This design comes from an exercise in tuning for a short achievable clock period and few clock cycles on the open sky130 flow, not from production work.
Where RTL was checked, it was by simulation tests only, not by an equivalence proof against the original.
Power figures rest on the tool's default switching activity, not on a simulated workload.

## rev 12
==> flow/design.v (excerpt) <==
module axi_qspi_controller
(
  input  logic       s_axi_aclk,
  input  logic       s_axi_aresetn,
  input  logic       s_axi_awvalid_i,
  input  axi_lite_pkg::addr_t      s_axi_awaddr_i,
  output logic       s_axi_awready_o,
  input  logic       s_axi_wvalid_i,
  input  axi_lite_pkg::data_t      s_axi_wdata_i,
  input  axi_lite_pkg::strb_t      s_axi_wstrb_i,
  output logic       s_axi_wready_o,
  output logic       s_axi_bvalid_o,
  output axi_lite_pkg::resp_t      s_axi_bresp_o,
  input  logic       s_axi_bready_i,
  input  logic       s_axi_arvalid_i,
  input  axi_lite_pkg::addr_t      s_axi_araddr_i,
  output logic       s_axi_arready_o,
  output logic       s_axi_rvalid_o,
  output axi_lite_pkg::data_t      s_axi_rdata_o,
  output axi_lite_pkg::resp_t      s_axi_rresp_o,
  input  logic       s_axi_rready_i,
  output logic       spi_clk_o,
  output logic [1:0] spi_csn_o,
  output logic       spi_sdo_o,
  input  logic       spi_sdi_i
);
  localparam logic [2:0] SEG_HDR = 3'd0;   
  localparam logic [2:0] SEG_DUM = 3'd1;   
  localparam logic [2:0] SEG_DAT = 3'd2;   
  localparam logic [2:0] SEG_XD  = 3'd3;   
  localparam logic [2:0] SEG_END = 3'd4;   
  logic [7:0]  clkdiv;
  logic        cpol;
  logic [7:0]  cmd;
  logic [23:0] addr;
  logic [5:0]  len;
  logic        aen;
  logic [3:0]  dummy;
  logic        wcmd;
  logic [31:0] txdata;
  logic        cs_def;
  logic [31:0] cs_a0, cs_m0, cs_a1, cs_m1;
  logic        cmd_pend;       
  logic        fr_open;        
  logic        fr_xip;         
  logic        st_cs;          
  logic [2:0]  seg;
  logic [5:0]  bl;             
  logic        last;           
  logic        ph;             
  logic [7:0]  wcnt;           
  logic        allow;          
  logic [31:0] tx;
  logic [31:0] rx;
  logic [23:0] sh_a;           
  logic        want;           
  logic        rd_out;         
  logic [23:0] ar_q;
  ...
For scale: about 550 flip-flops, ~0.025 sq mm of cells after synthesis.
clock: 5.0 ns
lec_check: 0
cap_margin: 20
core_margin: 2
core_utilization: 40
cts_cluster_diameter: 60
cts_cluster_size: 24
setup_slack_margin: 2.9
slew_margin: 20
standard.sh (not shown) runs the stock make flow with config.mk's settings and CLKGATE_MAP_FILE= SYNTH_SCRIPT=/design/flow/synth_recipe.tcl, a recipe that flattens the netlist after the stock synthesis.
==> flow/flow/run.sh <==
#!/bin/bash
# The standard layout, with plain buffers (not delay cells) on the ports.
set -euo pipefail
export BUFFER_PORTS_ARGS="-buffer_cell sky130_fd_sc_hd__buf_2"
bash standard.sh > standard_flow.log 2>&1
Inputs modified between rev 12 and rev 13:
==> flow/run.sh (new file) <==
#!/bin/bash
# synth_recipe.tcl (not shown) runs the flow's synth.tcl, then flattens the netlist and writes it again
# the make line also repeats each setting of config.mk as NAME=value (left out here)
make -C /OpenROAD-flow-scripts/flow DESIGN_CONFIG=/design/flow/config.mk WORK_HOME=/design/flow/orfs CLKGATE_MAP_FILE= SYNTH_SCRIPT=/design/flow/synth_recipe.tcl finish
removed: flow/flow/run.sh
removed: flow/standard.sh
### Flow results
Diff rev 12..rev 13 | storage element area | negligible. Between rev 12 and rev 13, the routed wire length figures differ only marginally. Of rev 13 and rev 12, rev 13 shows the higher first-pass GRT wire length, with rev 12 below it. In the reports for rev 13 and rev 12, the larger filler cell count belongs to rev 12.
No run of this note included a check of the RTL's function; only the layout flow was run.


## run 1
Another version of the RTL of axi_qspi_controller (not shown whole).
Size: ~2,000 cells after synthesis, roughly 550 flip-flops, ~150 I/O pins, roughly 25,000 um^2 of cells after synthesis.
## axi_qspi_controller
module axi_qspi_controller
(
  input  logic       s_axi_aclk,
  input  logic       s_axi_aresetn,
  input  logic       s_axi_awvalid_i,
  input  axi_lite_pkg::addr_t      s_axi_awaddr_i,
  output logic       s_axi_awready_o,
  input  logic       s_axi_wvalid_i,
  input  axi_lite_pkg::data_t      s_axi_wdata_i,
  input  axi_lite_pkg::strb_t      s_axi_wstrb_i,
  output logic       s_axi_wready_o,
  output logic       s_axi_bvalid_o,
  output axi_lite_pkg::resp_t      s_axi_bresp_o,
  input  logic       s_axi_bready_i,
  input  logic       s_axi_arvalid_i,
  input  axi_lite_pkg::addr_t      s_axi_araddr_i,
  output logic       s_axi_arready_o,
  output logic       s_axi_rvalid_o,
  output axi_lite_pkg::data_t      s_axi_rdata_o,
  output axi_lite_pkg::resp_t      s_axi_rresp_o,
  input  logic       s_axi_rready_i,
  output logic       spi_clk_o,
  output logic [1:0] spi_csn_o,
  output logic       spi_sdo_o,
  input  logic       spi_sdi_i
);
==> flow/config.mk <==
export PLATFORM = sky130hd
export DESIGN_NAME = axi_qspi_controller
export DESIGN_NICKNAME = axi_qspi_controller
export VERILOG_FILES = /design/flow/design.v
export SDC_FILE = /design/flow/constraint.sdc
export NUM_CORES = 4
export LEC_CHECK = 0
export CAP_MARGIN = 20
export CORE_MARGIN = 2
export CORE_UTILIZATION = 40
export CTS_CLUSTER_DIAMETER = 60
export CTS_CLUSTER_SIZE = 24
export SETUP_SLACK_MARGIN = 3.0
export SLEW_MARGIN = 20
==> flow/constraint.sdc <==
create_clock -name core_clock -period 5.0 [get_ports {s_axi_aclk}]
set_input_delay 1.0000 -clock core_clock [delete_from_list [all_inputs] [get_ports {s_axi_aclk}]]
set_output_delay 1.0000 -clock core_clock [all_outputs]
set_load 0.01 [all_outputs]
run.sh (not shown) runs the stock make flow with config.mk's settings and CLKGATE_MAP_FILE= SYNTH_SCRIPT=/design/flow/synth_recipe.tcl, a recipe that flattens the netlist after the stock synthesis.
Stock flow here: none of the scripts above is used.
Both conditions hold for run 1: the flow ran to the end and the final layout passed the timing, DRC and antenna checks.
Testbench counts of run 1, summed over its fixed seeds: cycles 141,600.
Inputs modified between run 1 and run 2:
==> flow/flow/run.sh (new file) <==
#!/bin/bash
# The standard layout, with plain buffers (not delay cells) on the ports.
set -euo pipefail
export BUFFER_PORTS_ARGS="-buffer_cell sky130_fd_sc_hd__buf_2"
bash standard.sh > standard_flow.log 2>&1
==> flow/standard.sh (new file) <==
#!/bin/bash
# synth_recipe.tcl (not shown) runs the flow's synth.tcl, then flattens the netlist and writes it again
# the make line also repeats each setting of config.mk as NAME=value (left out here)
make -C /OpenROAD-flow-scripts/flow DESIGN_CONFIG=/design/flow/config.mk WORK_HOME=/design/flow/orfs CLKGATE_MAP_FILE= SYNTH_SCRIPT=/design/flow/synth_recipe.tcl "${@:-finish}"
-- flow/config.mk --
<<< run 1, line 13
export SETUP_SLACK_MARGIN = 3.0
>>> run 2, line 13
export SETUP_SLACK_MARGIN = 2.9
removed: flow/run.sh
[summary]
Going from run 1 to run 2, wire length of the first global-routing pass shrinks by 3.9%. Diff run 1 and run 2: area share of buffers outside the clock network lower in run 2. In the tables for run 1 and run 2, wire length reads lower with run 2. Worst setup path endpoint: spi_csn_o[0] -> run 1, s_axi_bvalid_o -> run 2. | hold slack | run 2 vs run 1 | 14 ps lower |.
Edits applied to the flow inputs when going from run 2 to run 3:
==> flow/run.sh (new file) <==
#!/bin/bash
# synth_recipe.tcl (not shown) runs the flow's synth.tcl, then flattens the netlist and writes it again
# the make line also repeats each setting of config.mk as NAME=value (left out here)
make -C /OpenROAD-flow-scripts/flow DESIGN_CONFIG=/design/flow/config.mk WORK_HOME=/design/flow/orfs CLKGATE_MAP_FILE= SYNTH_SCRIPT=/design/flow/synth_recipe.tcl finish
removed: flow/flow/run.sh
removed: flow/standard.sh
[summary]
- Run 3 went all the way through the flow, and no timing, DRC or antenna check failed.
- Compare run 3 and run 2 | count of non-CTS buffers in the layout lower: run 2
- Looking at maximum fanout encountered on the critical timing path, run 3 sits 1 below run 2.
- Compared to run 2, run 3 has worst setup margin 32 ps lower.
- Run 3 gives more post-route minimum period than run 2 did.
- Combinational share of power for run 3: 1.3 points up relative to run 2
- In run 3 relative to run 2, global-route wire length before repair had gone up by a few percent.
- Sort run 3 and run 2 by number of iterations in the first detailed-routing pass, descending, and run 3 comes first.
- Between run 3 and run 2, the post-layout total power is lower for run 2.
- In the flow results for run 3 and run 2, the number of clock buffer instances in the layout is larger on run 3.
- Global routing usage on met3, run 3 and run 2, higher one = run 2.
Modified inputs, run 4 compared to run 3
-- flow/config.mk --
<<< run 3, line 13
export SETUP_SLACK_MARGIN = 2.9
>>> run 4, line 13
export SETUP_SLACK_MARGIN = 2.95
--- outcome ---
Run 4 gives more ratio of routed vias to standard cells than run 3 did. Between run 4 and run 3, the area taken by flip-flops and latches figures differ only marginally. Higher combinational share of power goes to run 4 over run 3. Compared with run 3, run 4 improves maximum frequency.


Setup of the reference run:
axi_qspi_controller, a different RTL version from the one above (not shown whole).
Size in the first run: about 570 flip-flops, ~25000 sq um of cells after synthesis.
Design axi_qspi_controller, start of the top module:
module axi_qspi_controller
(
  input  logic       s_axi_aclk,
  input  logic       s_axi_aresetn,
  input  logic       s_axi_awvalid_i,
  input  axi_lite_pkg::addr_t      s_axi_awaddr_i,
  output logic       s_axi_awready_o,
  input  logic       s_axi_wvalid_i,
  input  axi_lite_pkg::data_t      s_axi_wdata_i,
  input  axi_lite_pkg::strb_t      s_axi_wstrb_i,
  output logic       s_axi_wready_o,
  output logic       s_axi_bvalid_o,
  output axi_lite_pkg::resp_t      s_axi_bresp_o,
  input  logic       s_axi_bready_i,
  input  logic       s_axi_arvalid_i,
  input  axi_lite_pkg::addr_t      s_axi_araddr_i,
  output logic       s_axi_arready_o,
  output logic       s_axi_rvalid_o,
  output axi_lite_pkg::data_t      s_axi_rdata_o,
  output axi_lite_pkg::resp_t      s_axi_rresp_o,
  input  logic       s_axi_rready_i,
  output logic       spi_clk_o,
  output logic [1:0] spi_csn_o,
  output logic       spi_sdo_o,
  ...
==> flow/config.mk <==
export PLATFORM = sky130hd
export DESIGN_NAME = axi_qspi_controller
export DESIGN_NICKNAME = axi_qspi_controller
export VERILOG_FILES = /design/flow/design.v
export SDC_FILE = /design/flow/constraint.sdc
export NUM_CORES = 4
export LEC_CHECK = 0
export CAP_MARGIN = 20
export CORE_MARGIN = 2
export CORE_UTILIZATION = 70
export CTS_CLUSTER_DIAMETER = 60
export CTS_CLUSTER_SIZE = 24
export SETUP_SLACK_MARGIN = 3.0
export SLEW_MARGIN = 20
==> flow/constraint.sdc <==
create_clock -name core_clock -period 5.0 [get_ports {s_axi_aclk}]
set_input_delay 1.0000 -clock core_clock [delete_from_list [all_inputs] [get_ports {s_axi_aclk}]]
set_output_delay 1.0000 -clock core_clock [all_outputs]
set_load 0.01 [all_outputs]
standard.sh (not shown) runs the stock make flow with config.mk's settings and CLKGATE_MAP_FILE= SYNTH_SCRIPT=/design/flow/synth_recipe.tcl, a recipe that flattens the netlist after the stock synthesis.
==> flow/flow/run.sh <==
#!/bin/bash
# The standard layout, with plain buffers (not delay cells) on the ports.
set -euo pipefail
export BUFFER_PORTS_ARGS="-buffer_cell sky130_fd_sc_hd__buf_2"
bash standard.sh > standard_flow.log 2>&1
Testbench counts of the reference run, summed over its fixed seeds: cycles 141,600.
diff inputs: the reference run => the trial run
- changing CORE_UTILIZATION from 70 to 40
==> flow/run.sh (new file) <==
#!/bin/bash
# synth_recipe.tcl (not shown) runs the flow's synth.tcl, then flattens the netlist and writes it again
# the make line also repeats each setting of config.mk as NAME=value (left out here)
make -C /OpenROAD-flow-scripts/flow DESIGN_CONFIG=/design/flow/config.mk WORK_HOME=/design/flow/orfs CLKGATE_MAP_FILE= SYNTH_SCRIPT=/design/flow/synth_recipe.tcl finish
removed: flow/flow/run.sh
removed: flow/standard.sh
Results
The combinational power reported for the trial run is greater than that of the reference run by about 2%.
Start point of the critical path: cs_sel[1] -> the trial run, cs_sel[0] -> the reference run
NOTE number of nets at the end of the flow the reference run->the trial run increased slightly
Taking the reference run as the reference, in the trial run well tap count increased 376; count of clock buffers in the final design climbed 4.5%.
Status: synthesized area parity (the reference run, the trial run)
Compared with the reference run, the trial run shows a higher horizontal die dimension.
NOTE: non-clock buffer count in the trial run exceeds that of the reference run
From the reference run to the trial run the numbers moved as follows: count of antenna diodes in the layout +2; area used by multi-input combinational logic went up by 0.47%; part of the cycle the worst path needs roughly the same; overflow left after global routing barely changed.

static timing again, ports no longer ideal:
How much do the figures lean on ideal ports? The routed layouts below were timed once more, with nothing changed but the port constraints. Step 1 assumes that a clkbuf_16 drives the clock port and a buf_2 every other input. Step 2 also shifts input and output timing later by t, the mid clock arrival at the registers, as if the neighbouring blocks saw the same clock. a / b / c = ideal ports / drivers / drivers and shift; a / b = the first two.
run	shift t [ns]	slack for setup (ns)	clock arrival spread, ns
rev 12	0.646	2.797 / 2.736 / 2.491	0.047 / 0.046
rev 13	0.664	2.782 / 2.718 / 2.316	0.032 / 0.032
run 1	0.665	2.847 / 2.786 / 2.438	0.034 / 0.033
run 2	0.651	2.862 / 2.801 / 2.334	0.040 / 0.041
run 3	0.662	2.830 / 2.770 / 2.272	0.030 / 0.030
run 4	0.640	2.844 / 2.786 / 2.369	0.026 / 0.026
the reference run	0.633	2.854 / 2.798 / 2.607	0.031 / 0.031
the trial run	0.653	2.847 / 2.785 / 2.421	0.029 / 0.030
After both steps every run listed still meets setup and hold. The setup slack of run 3, which loses most, moves by -0.060 ns with the drivers and by -0.558 ns with both steps.
